Context: an optimization exercise on an open-source flow, tuned for small area, a short achievable clock period and few clock cycles per item. The choices shown serve that exercise and are no tape-out recipe. The RTL was checked by simulation tests, not by an equivalence proof against the original design. Power is estimated from default activity; no workload was simulated.

**flow/config.mk**
```make
export PLATFORM = sky130hd
export DESIGN_NAME = tc_dot_product
export DESIGN_NICKNAME = tc_dot_product
export VERILOG_FILES = /design/flow/design.v
export SDC_FILE = /design/flow/constraint.sdc
export NUM_CORES = 4
export LEC_CHECK = 0
export CAP_MARGIN = 20
export CORE_MARGIN = 2
export CORE_UTILIZATION = 40
export SLEW_MARGIN = 20
```
**flow/constraint.sdc**
```tcl
create_clock -name core_clock -period 5.5 [get_ports {clk}]
set_input_delay 1.1000 -clock core_clock [delete_from_list [all_inputs] [get_ports {clk}]]
set_output_delay 1.1000 -clock core_clock [all_outputs]
set_load 0.01 [all_outputs]
```
**flow/design.v**
```verilog
package tc_pkg;
    typedef enum logic [0:0] {
        OP_SIGNED   = 1'b0,
        OP_UNSIGNED = 1'b1
    } tc_op_e;
    localparam int C_WIDTH = 16;
    localparam int IDXW_WIDTH = 8;
    localparam int SHAPE_K_DEF    = 8;
    localparam int IN_WIDTH_DEF   = 8;
    localparam int DEPTH_WARP_DEF = 3;
    localparam int FIFO_DEPTH_DEF = 4;
endpackage
`timescale 1ns/1ps
import tc_pkg::*;
module tc_tag_pipe #(
    parameter int shape_k    = SHAPE_K_DEF,
    parameter int depth_warp = DEPTH_WARP_DEF
) (
    input  logic                  clk,
    input  logic                  reset_i,
    input  logic                  in_valid_i,
    input  tc_pkg::tc_op_e                op_i,
    input  logic [C_WIDTH-1:0]    c_i,
    input  logic [IDXW_WIDTH-1:0] ctrl_reg_idxw_i,
    input  logic [depth_warp-1:0] ctrl_warpid_i,
    input  logic                  fifo_full_i,
    output logic                  adv_o,
    output logic                  push_o,
    output tc_pkg::tc_op_e                op_aligned_o,
    output logic [C_WIDTH-1:0]    c_aligned_o,
    output logic [IDXW_WIDTH-1:0] ctrl_reg_idxw_o,
    output logic [depth_warp-1:0] ctrl_warpid_o
);
    localparam int lat = 1 + $clog2(shape_k / 2);
    logic [lat:0]          valid_q;
    tc_pkg::tc_op_e                op_q     [lat];
    logic [C_WIDTH-1:0]    c_q      [lat];
    logic [IDXW_WIDTH-1:0] idxw_q   [lat+1];
    logic [depth_warp-1:0] warpid_q [lat+1];
    assign adv_o  = !(valid_q[lat] && fifo_full_i);
    assign push_o = valid_q[lat] && adv_o;
    always_ff @(posedge clk) begin
        if (reset_i) begin
            valid_q <= '0;
        end else if (adv_o) begin
            valid_q <= {valid_q[lat-1:0], in_valid_i};
        end
    end
    always_ff @(posedge clk) begin
        if (adv_o) begin
            op_q[0]     <= op_i;
            c_q[0]      <= c_i;
            idxw_q[0]   <= ctrl_reg_idxw_i;
            warpid_q[0] <= ctrl_warpid_i;
            for (int i = 1; i < lat; i++) begin
                op_q[i] <= op_q[i-1];
                c_q[i]  <= c_q[i-1];
            end
            for (int i = 1; i <= lat; i++) begin
                idxw_q[i]   <= idxw_q[i-1];
                warpid_q[i] <= warpid_q[i-1];
            end
        end
    end
    assign op_aligned_o = op_q[lat-1];
    assign c_aligned_o  = c_q[lat-1];
    assign ctrl_reg_idxw_o = idxw_q[lat];
    assign ctrl_warpid_o   = warpid_q[lat];
endmodule
`timescale 1ns/1ps
import tc_pkg::*;
module tc_half_tree #(
    parameter int shape_k  = SHAPE_K_DEF,
    parameter int in_width = IN_WIDTH_DEF
) (
    input  logic                                 clk,
    input  logic                                 reset_i,
    input  logic                                 adv_i,
    input  tc_pkg::tc_op_e                               op_i,
    input  logic [(shape_k/2)*in_width-1:0]      a_i,
    input  logic [(shape_k/2)*in_width-1:0]      b_i,
    output logic [2*in_width+$clog2(shape_k/2)-1:0] sum_o
);
    localparam int half_k = shape_k / 2;
    localparam int levels = $clog2(half_k);
    localparam int prod_w = 2 * in_width;
    tc_pkg::tc_op_e op_q [levels];
    always_ff @(posedge clk) begin
        if (reset_i) begin
            for (int i = 0; i < levels; i++) begin
                op_q[i] <= OP_SIGNED;
            end
        end else if (adv_i) begin
            op_q[0] <= op_i;
            for (int i = 1; i < levels; i++) begin
                op_q[i] <= op_q[i-1];
            end
        end
    end
    genvar l;
    generate
        for (l = 0; l <= levels; l++) begin : g_lvl
            localparam int node_w = prod_w + l;
            localparam int nodes  = half_k >> l;
            logic [node_w-1:0] node_q [nodes];
            if (l == 0) begin : g_mul
                always_ff @(posedge clk) begin
                    if (adv_i) begin
                        for (int n = 0; n < nodes; n++) begin
                            if (op_i == OP_SIGNED) begin
                                node_q[n] <= $signed(a_i[n*in_width +: in_width]) *
                                             $signed(b_i[n*in_width +: in_width]);
                            end else begin
                                node_q[n] <= a_i[n*in_width +: in_width] *
                                             b_i[n*in_width +: in_width];
                            end
                        end
                    end
                end
            end else begin : g_add
                logic sign_ext;
                assign sign_ext = (op_q[l-1] == OP_SIGNED);
                always_ff @(posedge clk) begin
                    if (adv_i) begin
                        for (int n = 0; n < nodes; n++) begin
                            node_q[n] <=
                                {sign_ext & g_lvl[l-1].node_q[n][node_w-2],
                                 g_lvl[l-1].node_q[n]} +
                                {sign_ext & g_lvl[l-1].node_q[n+nodes][node_w-2],
                                 g_lvl[l-1].node_q[n+nodes]};
                        end
                    end
                end
            end
        end
    endgenerate
    assign sum_o = g_lvl[levels].node_q[0];
endmodule
`timescale 1ns/1ps
import tc_pkg::*;
module tc_combine #(
    parameter int shape_k  = SHAPE_K_DEF,
    parameter int in_width = IN_WIDTH_DEF
) (
    input  logic                                    clk,
    input  logic                                    adv_i,
    input  tc_pkg::tc_op_e                                  op_i,
    input  logic [2*in_width+$clog2(shape_k/2)-1:0] sum_lo_i,
    input  logic [2*in_width+$clog2(shape_k/2)-1:0] sum_hi_i,
    input  logic [C_WIDTH-1:0]                      c_i,
    output logic [C_WIDTH-1:0]                      result_o,
    output logic                                    ovf_o
);
    localparam int sum_w = 2 * in_width + $clog2(shape_k / 2);
    localparam int tot_w = ((sum_w > C_WIDTH) ? sum_w : C_WIDTH) + 3;
    localparam logic signed [tot_w-1:0] s_max = tot_w'(2 ** (C_WIDTH - 1) - 1);
    localparam logic signed [tot_w-1:0] s_min = tot_w'(-(2 ** (C_WIDTH - 1)));
    localparam logic signed [tot_w-1:0] u_max = tot_w'(2 ** C_WIDTH - 1);
    logic                     is_signed;
    logic signed [tot_w-1:0]  lo_ext;
    logic signed [tot_w-1:0]  hi_ext;
    logic signed [tot_w-1:0]  c_ext;
    logic signed [tot_w-1:0]  total;
    logic [C_WIDTH-1:0]       sat_val;
    logic                     sat_ovf;
    assign is_signed = (op_i == OP_SIGNED);
    assign lo_ext = {{(tot_w-sum_w){is_signed & sum_lo_i[sum_w-1]}}, sum_lo_i};
    assign hi_ext = {{(tot_w-sum_w){is_signed & sum_hi_i[sum_w-1]}}, sum_hi_i};
    assign c_ext  = {{(tot_w-C_WIDTH){is_signed & c_i[C_WIDTH-1]}}, c_i};
    assign total = lo_ext + hi_ext + c_ext;
    always_comb begin
        sat_val = total[C_WIDTH-1:0];
        sat_ovf = 1'b0;
        if (is_signed) begin
            if (total > s_max) begin
                sat_val = s_max[C_WIDTH-1:0];
                sat_ovf = 1'b1;
            end else if (total < s_min) begin
                sat_val = s_min[C_WIDTH-1:0];
                sat_ovf = 1'b1;
            end
        end else if (total > u_max) begin
            sat_val = u_max[C_WIDTH-1:0];
            sat_ovf = 1'b1;
        end
    end
    always_ff @(posedge clk) begin
        if (adv_i) begin
            result_o <= sat_val;
            ovf_o    <= sat_ovf;
        end
    end
endmodule
`timescale 1ns/1ps
import tc_pkg::*;
module tc_out_fifo #(
    parameter int depth_warp = DEPTH_WARP_DEF,
    parameter int fifo_depth = FIFO_DEPTH_DEF
) (
    input  logic                  clk,
    input  logic                  reset_i,
    input  logic                  push_i,
    input  logic [C_WIDTH-1:0]    result_i,
    input  logic                  ovf_i,
    input  logic [IDXW_WIDTH-1:0] ctrl_reg_idxw_i,
    input  logic [depth_warp-1:0] ctrl_warpid_i,
    input  logic                  out_ready_i,
    output logic                  full_o,
    output logic                  out_valid_o,
    output logic [C_WIDTH-1:0]    result_o,
    output logic                  ovf_o,
    output logic [IDXW_WIDTH-1:0] ctrl_reg_idxw_o,
    output logic [depth_warp-1:0] ctrl_warpid_o
);
    localparam int ptr_w = (fifo_depth > 1) ? $clog2(fifo_depth) : 1;
    localparam int cnt_w = $clog2(fifo_depth + 1);
    logic [C_WIDTH-1:0]    result_mem [fifo_depth];
    logic [fifo_depth-1:0] ovf_mem;
    logic [IDXW_WIDTH-1:0] idxw_mem   [fifo_depth];
    logic [depth_warp-1:0] warpid_mem [fifo_depth];
    logic [ptr_w-1:0]      wr_ptr_q;
    logic [ptr_w-1:0]      rd_ptr_q;
    logic [cnt_w-1:0]      count_q;
    logic                  pop;
    function automatic logic [ptr_w-1:0] next_ptr(input logic [ptr_w-1:0] ptr);
        next_ptr = (ptr == ptr_w'(fifo_depth - 1)) ? '0 : ptr + 1'b1;
    endfunction
    assign out_valid_o = (count_q != '0);
    assign full_o      = (count_q == cnt_w'(fifo_depth));
    assign pop         = out_valid_o && out_ready_i;
    always_ff @(posedge clk) begin
        if (reset_i) begin
            wr_ptr_q <= '0;
            rd_ptr_q <= '0;
            count_q  <= '0;
        end else begin
            if (push_i) begin
                wr_ptr_q <= next_ptr(wr_ptr_q);
            end
            if (pop) begin
                rd_ptr_q <= next_ptr(rd_ptr_q);
            end
            if (push_i && !pop) begin
                count_q <= count_q + 1'b1;
            end else if (pop && !push_i) begin
                count_q <= count_q - 1'b1;
            end
        end
    end
    always_ff @(posedge clk) begin
        if (push_i) begin
            result_mem[wr_ptr_q] <= result_i;
            ovf_mem[wr_ptr_q]    <= ovf_i;
            idxw_mem[wr_ptr_q]   <= ctrl_reg_idxw_i;
            warpid_mem[wr_ptr_q] <= ctrl_warpid_i;
        end
    end
    assign result_o        = result_mem[rd_ptr_q];
    assign ovf_o           = ovf_mem[rd_ptr_q];
    assign ctrl_reg_idxw_o = idxw_mem[rd_ptr_q];
    assign ctrl_warpid_o   = warpid_mem[rd_ptr_q];
endmodule
`timescale 1ns/1ps
import tc_pkg::*;
module tc_dot_product #(
    parameter int shape_k    = SHAPE_K_DEF,
    parameter int in_width   = IN_WIDTH_DEF,
    parameter int depth_warp = DEPTH_WARP_DEF,
    parameter int fifo_depth = FIFO_DEPTH_DEF
) (
    input  logic                          clk,
    input  logic                          reset_i,
    input  logic [shape_k*in_width-1:0]   a_i,
    input  logic [shape_k*in_width-1:0]   b_i,
    input  logic [C_WIDTH-1:0]            c_i,
    input  tc_pkg::tc_op_e                        op_i,
    input  logic [IDXW_WIDTH-1:0]         ctrl_reg_idxw_i,
    input  logic [depth_warp-1:0]         ctrl_warpid_i,
    input  logic                          in_valid_i,
    input  logic                          out_ready_i,
    output logic                          in_ready_o,
    output logic                          out_valid_o,
    output logic [C_WIDTH-1:0]            result_o,
    output logic                          ovf_o,
    output logic [IDXW_WIDTH-1:0]         ctrl_reg_idxw_o,
    output logic [depth_warp-1:0]         ctrl_warpid_o
);
    localparam int half_w = (shape_k / 2) * in_width;
    localparam int sum_w  = 2 * in_width + $clog2(shape_k / 2);
    logic                  adv;
    logic                  push;
    logic                  fifo_full;
    tc_pkg::tc_op_e                op_aligned;
    logic [C_WIDTH-1:0]    c_aligned;
    logic [IDXW_WIDTH-1:0] pipe_idxw;
    logic [depth_warp-1:0] pipe_warpid;
    logic [sum_w-1:0]      sum_lo;
    logic [sum_w-1:0]      sum_hi;
    logic [C_WIDTH-1:0]    comb_result;
    logic                  comb_ovf;
    assign in_ready_o = adv;
    tc_tag_pipe #(
        .shape_k    (shape_k),
        .depth_warp (depth_warp)
    ) u_tag_pipe (
        .clk             (clk),
        .reset_i         (reset_i),
        .in_valid_i      (in_valid_i),
        .op_i            (op_i),
        .c_i             (c_i),
        .ctrl_reg_idxw_i (ctrl_reg_idxw_i),
        .ctrl_warpid_i   (ctrl_warpid_i),
        .fifo_full_i     (fifo_full),
        .adv_o           (adv),
        .push_o          (push),
        .op_aligned_o    (op_aligned),
        .c_aligned_o     (c_aligned),
        .ctrl_reg_idxw_o (pipe_idxw),
        .ctrl_warpid_o   (pipe_warpid)
    );
    tc_half_tree #(
        .shape_k  (shape_k),
        .in_width (in_width)
    ) u_half_lo (
        .clk     (clk),
        .reset_i (reset_i),
        .adv_i   (adv),
        .op_i    (op_i),
        .a_i     (a_i[half_w-1:0]),
        .b_i     (b_i[half_w-1:0]),
        .sum_o   (sum_lo)
    );
    tc_half_tree #(
        .shape_k  (shape_k),
        .in_width (in_width)
    ) u_half_hi (
        .clk     (clk),
        .reset_i (reset_i),
        .adv_i   (adv),
        .op_i    (op_i),
        .a_i     (a_i[shape_k*in_width-1:half_w]),
        .b_i     (b_i[shape_k*in_width-1:half_w]),
        .sum_o   (sum_hi)
    );
    tc_combine #(
        .shape_k  (shape_k),
        .in_width (in_width)
    ) u_combine (
        .clk      (clk),
        .adv_i    (adv),
        .op_i     (op_aligned),
        .sum_lo_i (sum_lo),
        .sum_hi_i (sum_hi),
        .c_i      (c_aligned),
        .result_o (comb_result),
        .ovf_o    (comb_ovf)
    );
    tc_out_fifo #(
        .depth_warp (depth_warp),
        .fifo_depth (fifo_depth)
    ) u_out_fifo (
        .clk             (clk),
        .reset_i         (reset_i),
        .push_i          (push),
        .result_i        (comb_result),
        .ovf_i           (comb_ovf),
        .ctrl_reg_idxw_i (pipe_idxw),
        .ctrl_warpid_i   (pipe_warpid),
        .out_ready_i     (out_ready_i),
        .full_o          (fifo_full),
        .out_valid_o     (out_valid_o),
        .result_o        (result_o),
        .ovf_o           (ovf_o),
        .ctrl_reg_idxw_o (ctrl_reg_idxw_o),
        .ctrl_warpid_o   (ctrl_warpid_o)
    );
endmodule
```
**flow/run.sh**
```bash
#!/bin/bash
# synth_recipe.tcl (not shown) runs the flow's synth.tcl, then flattens the netlist and writes it again
# the make line also repeats each setting of config.mk as NAME=value (left out here)
make -C /OpenROAD-flow-scripts/flow DESIGN_CONFIG=/design/flow/config.mk WORK_HOME=/design/flow/orfs CLKGATE_MAP_FILE= SYNTH_SCRIPT=/design/flow/synth_recipe.tcl finish
```
==> impl_metrics.py <==
metrics = {
    "detailed_routing": {
        "via_count": 37138,
        "drtIter0Drc": 1701,
        "first_pass_iters": 5,
        "final_antenna_net_count": 0,
        "drt_wl_total_um": 118000,
        "viasPerCell": 4.79,
        "drc": 0,
        "routedWlPerCell_um": 15.2,
    },
    "status": {
        "status": "finished clean",
    },
    "setup_path": {
        "regToRegStartpoint": "u_tag_pipe.c_q[2][1]",
        "cp.depth": 17,
        "worst-path-buf-inv": 3,
        "r2r_cells": 13,
        "worstPathRequired_ns": 5.83,
        "path_cells": "clkdlybuf4s50_1 -> buf_4 -> nand2_1 -> fa_1 -> fa_1 -> inv_1 -> ha_1 -> fa_1 -> ha_1 -> nor2b_1 -> o21ai_0 -> a21oi_1 -> o211ai_1 -> a21oi_1 -> nor3_1 -> xor2_1 -> a21oi_1",
        "r2r_end": "u_combine.result_o[3]",
        "critPathLaunchType": "input pin",
        "cpPeakStageDelay_ns": 0.60,
        "critical-path-slowest-cell": "clkdlybuf4s50_1",
        "end_kind": "flip-flop",
        "crit_type": "in -> reg",
        "crit_path_max_fanout": 5,
        "crit_family": "adder cells",
        "regToRegSetupSlack_ns": 1.32,
        "arrival_ns": 5.60,
    },
    "clocking": {
        "cts.path.max_buffers": 3,
        "clk_latency_ns": 0.60,
        "clock-sinks": 471,
        "clk_pin_slew_worst_paths_ns": 0.06,
        "cts_root_buffer": "clkbuf_16",
        "htree_levels": 2,
        "cts_tree": "yes",
        "cts_buffers": 49,
    },
    "worst_hold_path": {
        "holdPathEnd": "u_tag_pipe.c_q[2][8]",
        "hold_class": "reg -> reg",
        "min_delay_path_depth": 0,
        "worstHoldStart": "u_tag_pipe.c_q[1][8]",
    },
    "logic_synthesis": {
        "synth_warnings": 12,
        "yosys.area_share.simple_pct": 11.1,
        "synthMuxAreaShare_pct": 2.05,
        "syn_avg_cell_area_um2": 10.5,
        "syn-cell-area_um2": 53800,
        "synth_top_family_by_area": "adder cells",
        "ys_types": 75,
        "ys_ff_latch": 471,
        "synth-xor-area-share_pct": 4.87,
        "ys.flop_type": "edfxtp_1",
        "synthAdderAreaFrac_pct": 40.0,
        "synth_fp_nets": 6555,
        "ys_seq_area_share_pct": 26.0,
        "synth-async-reset-ratio_pct": 0,
        "synth_edf_count": 456,
        "syn_inst": 5099,
        "synth_compound_area_share_pct": 8.14,
    },
    "timing": {
        "tightest_slew_ns": 1.01,
        "tns_ns": 0,
        "maxSlewHeadroom_pct": 32.5,
        "setup_ws_ns": 0.226,
        "clock_skew_ns": 0.0200,
        "final_max_slew_viol_count": 0,
        "hold_viol_final": 0,
        "setup-violations-final": 0,
        "period_needed_ns": 5.27,
        "grt_setup_unrepaired": "no",
        "finalCritPeriodShare_pct": 95.9,
        "fmax_mhz": 190,
    },
    "die": {
        "die-height_um": 371,
        "start_util_pct": 40.3,
        "rows": 134,
        "die_w_um": 371,
        "core-area_um2": 133000,
        "ioPinCount": 190,
        "dieArea_um2": 137000,
    },
    "cells_and_area": {
        "area_growth_pct": 19.8,
        "ff_latch_area_um2": 14000,
        "final_core_util_pct": 48.2,
        "nFillCells": 12410,
        "num-nets-final": 7388,
        "fin_area_um2": 64400,
        "drive_gt1_share_pct": 14.2,
        "multiInputGateArea_um2": 35700,
    },
    "placed_design": {
        "placed_area_um2": 62600,
        "port_buffers": 189,
        "place_ws_ns": -0.398,
        "place_congestion": 0.850,
        "place_hpwl_um": 100000,
    },
    "global_routing": {
        "grt_usage_pct": 17.7,
        "grt_pass1_vias": 39205,
        "antenna_found_initial": 17,
        "grt_max_degree": 114,
        "grt_pass1_wl_um": 197000,
        "overflow": 0,
    },
    "pwr": {
        "p_per_area_nw_per_um2": 499,
        "vdd_drop_max_mv": 0.283,
        "leakage_uw": 0.0308,
    },
    "job": {
        "cap_viol_max_count": 0,
    },
}
## cells in the mapped netlist, types with 61 or more instances
cell | instances | area (um2)
ha_1 | 589 | 7370
nand2_1 | 321 | 1200
nor2_1 | 189 | 709
nor2b_1 | 64 | 400
a21o_1 | 61 | 458
edfxtp_1 | 456 | 13700
o21ai_0 | 108 | 541
xor2_1 | 79 | 692
fa_1 | 707 | 14200
inv_1 | 1035 | 3880
and2_1 | 342 | 2140
a21oi_1 | 252 | 1260
nor3_1 | 64 | 320
xnor2_1 | 220 | 1930
## through the flow
stage / total power (uW) / cells / hold WS (ns)
after floorplan: 21900 / 5099 / 0.400
after global placement: 28400 / 7649 / 0.402
after detailed placement: 28700 / 7649 / 0.405
after CTS: 32400 / 7738 / 0.412
after global routing: 35600 / 7748 / 0.427
final: 32200 / 7749 / 0.413
## worst max path at each step
stage                          startpoint                          endpoint  slack [ns]
floorplan           u_out_fifo.count_q[1]                   u_combine.ovf_o       -0.84
detailed placement                b_i[51]  u_half_hi.g_lvl[0].node_q[2][15]       -0.40
finish                            b_i[18]  u_half_lo.g_lvl[0].node_q[2][13]        0.23
CTS                               a_i[28]  u_half_lo.g_lvl[0].node_q[3][14]        0.22
global route                      b_i[50]  u_half_hi.g_lvl[0].node_q[2][15]       0.003
global placement                  b_i[18]  u_half_lo.g_lvl[0].node_q[2][15]       -0.34
## cells by family (layout without fill, tap and decap cells)
| group | count (synthesis) | count (layout) |
|---|---|---|
| AOI/OAI and AO/OA | 679 | 679 |
| and+or+nand+nor | 1178 | 1178 |
| muxes | 72 | 72 |
| adders and majority gates | 1296 | 1296 |
| xor gates and xnor gates | 299 | 299 |
| other | 0 | 11 |
| DFF | 471 | 471 |
| buffers and inverters | 1104 | 1975 |
## placed cells by master, fill, tap and decap left out, drive strengths merged, types with 16 or more instances in the layout
cell and count:
buf 662, and2 342, clkbuf 59, mux4 28, o21ai 124, a21o 61, o21bai 32, nand3 44
nor3 65, o211a 18, a21oi 253, nand2 321, ha 589, fa 707, and3 25, o211ai 17
inv 1037, clkdlybuf4s50 186, nor2b 64, nand2b 57, or3 43, o21a 28, mux2 25, a31oi 16
nor2 189, edfxtp 456, mux2i 19, xor2 79, a211oi 49, xnor2 220
## flip-flops by register name, summed over array words and instances (netlist names), 4 cells and up, named ones only
signal	flops
u_half_hi.g_lvl.node_q	116
u_out_fifo.warpid_mem	12
u_combine.result_o	16
u_out_fifo.result_mem	64
u_out_fifo.idxw_mem	32
u_out_fifo.ovf_mem	4
u_half_lo.g_lvl.node_q	116
u_tag_pipe.c_q	48
u_tag_pipe.warpid_q	12
u_tag_pipe.idxw_q	32
u_tag_pipe.valid_q	4
## report_power, final
part | switching, uW | total [uW] | internal, uW | leakage (uW)
Combinational | 11600 | 22200 | 10700 | 0.0253
Clock | 1430 | 3480 | 2050 | 0.000814
Sequential | 687 | 6430 | 5740 | 0.00474
## layout make-up
| cell class | count | area share (%) |
|---|---|---|
| multi-input cells | 3524 | 55.4 |
| flip-flops and latches | 471 | 21.7 |
| inverters | 1036 | 6.05 |
| well taps | 1768 | 3.44 |
| clock buffers | 59 | 1.98 |
| repair buffers | 850 | 10.7 |
| diodes | 11 | 0.0427 |
| clock inverters | 30 | 0.661 |
## what timing repair did
action / CTS / global route
endpoints found under the hold margin: 0 / 0
setup buffers: 0 / 0
hold buffers: 0 / 0
endpoints found under the setup margin: 0 / 8
gates resized for setup: 0 / 13
## layer usage
layer | vias up | part of all wire, % | track usage (%)
li1 | 18329 | - | -
met1 | 18130 | 47 | 24.5
met2 | 524 | 47 | 29.5
met3 | 143 | 3.8 | 2.46
met4 | 12 | 1.8 | 3.58
met5 | - | 0.058 | 0
## worst register-to-register path, delay by kind of cell, from the launching register on
| family | cells | cell delay (ns) |
|---|---|---|
| AO/OA/AOI/OAI | 4 | 1.19 |
| AND/OR/NAND/NOR | 3 | 0.49 |
| XOR/XNOR | 1 | 0.30 |
| adder cells (fa/ha/maj) | 3 | 1.19 |
| buffers and inverters | 2 | 0.33 |
| flip-flops | 1 | 0.42 |
Testbench counts, summed over its fixed seeds: cycles 3,240, items 3,200.

-- separate check: timing with driven ports --
The flow's constraints put no driver on any port. The routed layout listed below was extracted and timed again, unchanged, in two steps.
Step 1 sets driving cells, clkbuf_16 on the clock port and buf_2 on the other inputs (assumed; they add their load-dependent delay and slew).
Step 2 adds t to the input delays and takes it off the output delays; t is the mean of the earliest and latest rising clock arrival at the registers after step 1. Input paths then give back, and output paths get back, about the clock's delay inside the block.
Three values: ideal ports, drivers, drivers and shift; two values: the first two.
t (ns): 0.661
setup WS [ns]: 0.226 / 0.220 / -0.441
worst hold slack (ns): 0.413 / 0.413 / 0.413
clock arrival spread, ns: 0.023 / 0.022
worst slew at a driven data input, ns: 0.11
With both steps, setup timing fails in this run, where it was met with ideal ports. The setup slack of this run moves by -0.006 ns with the drivers and by -0.667 ns with both steps.
